Context: an optimization exercise on an open-source flow, tuned for small area. The choices shown serve that exercise and are no tape-out recipe.
Power and IR drop assume default switching activity.

Design cfg_top, start of the top module:
module cfg_top #(
    parameter cfg_pkg::period_t CLEAR_PERIOD_RESET = 62500
) (
    input  logic                clk_pcie,
    input  logic                rst,
    input  logic                i_cmd_valid,
    output logic                o_cmd_ready,
    input  cfg_pkg::cmd_word_t  i_cmd_data,
    output logic                o_rsp_valid,
    input  logic                i_rsp_ready,
    output cfg_pkg::rsp_word_t  o_rsp_data,
    input  logic [15:0]         i_pcie_id,
    output logic                o_cfg_mgmt_rd_en,
    output logic                o_cfg_mgmt_wr_en,
    output cfg_pkg::dwaddr_t    o_cfg_mgmt_dwaddr,
    output cfg_pkg::dword_t     o_cfg_mgmt_di,
    output cfg_pkg::byte_en_t   o_cfg_mgmt_byte_en,
    output logic                o_cfg_mgmt_wr_readonly,
    output logic                o_cfg_mgmt_wr_rw1c_as_rw,
    input  cfg_pkg::dword_t     i_cfg_mgmt_do,
    input  logic                i_cfg_mgmt_rd_wr_done
);
Size in the first run: ~1,200 cells after synthesis, roughly 330 flip-flops, roughly 200 I/O pins.
clock: 5.0 ns
lec_check: 0
cap_margin: 10
core_margin: 2
core_utilization: 50
gpl_timing_driven: 0
slew_margin: 10
standard.sh (not shown) runs the stock make flow with config.mk's settings and CLKGATE_MAP_FILE= SYNTH_SCRIPT=/design/flow/synth_recipe.tcl, a recipe that flattens the netlist after the stock synthesis.
==> flow/flow/run.sh <==
#!/bin/bash
# Standard layout, with the smallest buffer on every input and output port and a clock
# tree of few large leaf buffers without dummy loads.
set -euo pipefail
export BUFFER_PORTS_ARGS="-buffer_cell sky130_fd_sc_hd__buf_1"
export CTS_ARGS="-sink_clustering_enable -repair_clock_nets -dont_use_dummy_load -sink_clustering_size 30 -sink_clustering_max_diameter 60 -buf_list sky130_fd_sc_hd__clkbuf_16"
bash standard.sh > standard_flow.log 2>&1
The starting point finished with timing, DRC and antenna clean.
==> next run, changes <==
==> flow/run.sh (new file) <==
#!/bin/bash
# synth_recipe.tcl (not shown) runs the flow's synth.tcl, then flattens the netlist and writes it again
# the make line also repeats each setting of config.mk as NAME=value (left out here)
make -C /OpenROAD-flow-scripts/flow DESIGN_CONFIG=/design/flow/config.mk WORK_HOME=/design/flow/orfs CLKGATE_MAP_FILE= SYNTH_SCRIPT=/design/flow/synth_recipe.tcl finish
CAP_MARGIN = 20   (was 10)
CORE_UTILIZATION = 30   (was 50)
CTS_BUF_LIST = sky130_fd_sc_hd__clkbuf_4   (was default)
CTS_CLUSTER_SIZE = 30   (was default)
GPL_TIMING_DRIVEN = default   (was 0)
SLEW_MARGIN = 20   (was 10)
removed: flow/flow/run.sh
removed: flow/standard.sh
Effect:
- sequential power hardly moves
- first-iteration DRC count fell by 37%
- final cell count is higher by 21%
- wire length fell by 3.5%
- worst setup slack gets better by 750 ps
- sequential share of layout area drops by 5.4 points
- count of clock-buffer cells in the layout is higher by 103
- total power rises by 7.9%
- hold slack gets worse by 15 ps
- flip-flop and latch count stays the same
- die area is higher by 65%
==> next run, changes <==
==> flow/flow/run.sh (new file) <==
#!/bin/bash
# Standard layout, with the smallest buffer on every input and output port and a clock
# tree of few large leaf buffers without dummy loads.
set -euo pipefail
export BUFFER_PORTS_ARGS="-buffer_cell sky130_fd_sc_hd__buf_1"
export CTS_ARGS="-sink_clustering_enable -repair_clock_nets -dont_use_dummy_load -sink_clustering_size 20 -sink_clustering_max_diameter 100 -buf_list sky130_fd_sc_hd__clkbuf_16"
bash standard.sh > standard_flow.log 2>&1
==> flow/standard.sh (new file) <==
#!/bin/bash
# synth_recipe.tcl (not shown) runs the flow's synth.tcl, then flattens the netlist and writes it again
# the make line also repeats each setting of config.mk as NAME=value (left out here)
make -C /OpenROAD-flow-scripts/flow DESIGN_CONFIG=/design/flow/config.mk WORK_HOME=/design/flow/orfs CLKGATE_MAP_FILE= SYNTH_SCRIPT=/design/flow/synth_recipe.tcl "${@:-finish}"
CAP_MARGIN = 10   (was 20)
CORE_UTILIZATION = 50   (was 30)
CTS_BUF_LIST = default   (was sky130_fd_sc_hd__clkbuf_4)
CTS_CLUSTER_SIZE = default   (was 30)
GPL_TIMING_DRIVEN = 0   (was default)
SLEW_MARGIN = 10   (was 20)
removed: flow/run.sh
What happened: The changed run passed the timing, design-rule and antenna checks. Design area falls by 11%. Clock skew hardly moves. Power falls by 12%.
No functional check of the RTL was part of any run of this note.

## static timing again, ports no longer ideal
The flow's constraints put no driver on any port. The routed layouts listed below were extracted and timed again, unchanged, in two steps.
Step 1 sets driving cells, clkbuf_16 on the clock port and buf_2 on the other inputs (assumed; they add their load-dependent delay and slew).
Step 2, shift: input delay + t, output delay - t, t = (earliest + latest rising clock arrival at the registers) / 2. This alone moves slack from input paths to output paths.
a / b / c = no drivers / after step 1 / after step 2; a / b = the first two.
run	t (ns)	setup slack, ns	hold WS [ns]	clock arrival spread, ns
the first run	0.607	0.716 / 0.740 / 0.133	0.457 / 0.457 / 0.457	0.078 / 0.078
the second run	0.785	1.462 / 1.413 / 0.730	0.442 / 0.442 / 0.442	0.086 / 0.085
the third run	0.572	0.752 / 0.775 / 0.203	0.456 / 0.456 / 0.456	0.086 / 0.086
After both steps setup and hold are still met in every run listed. For the second run, which loses most, drivers alone change the setup slack by -0.049 ns; drivers and shift together by -0.732 ns.
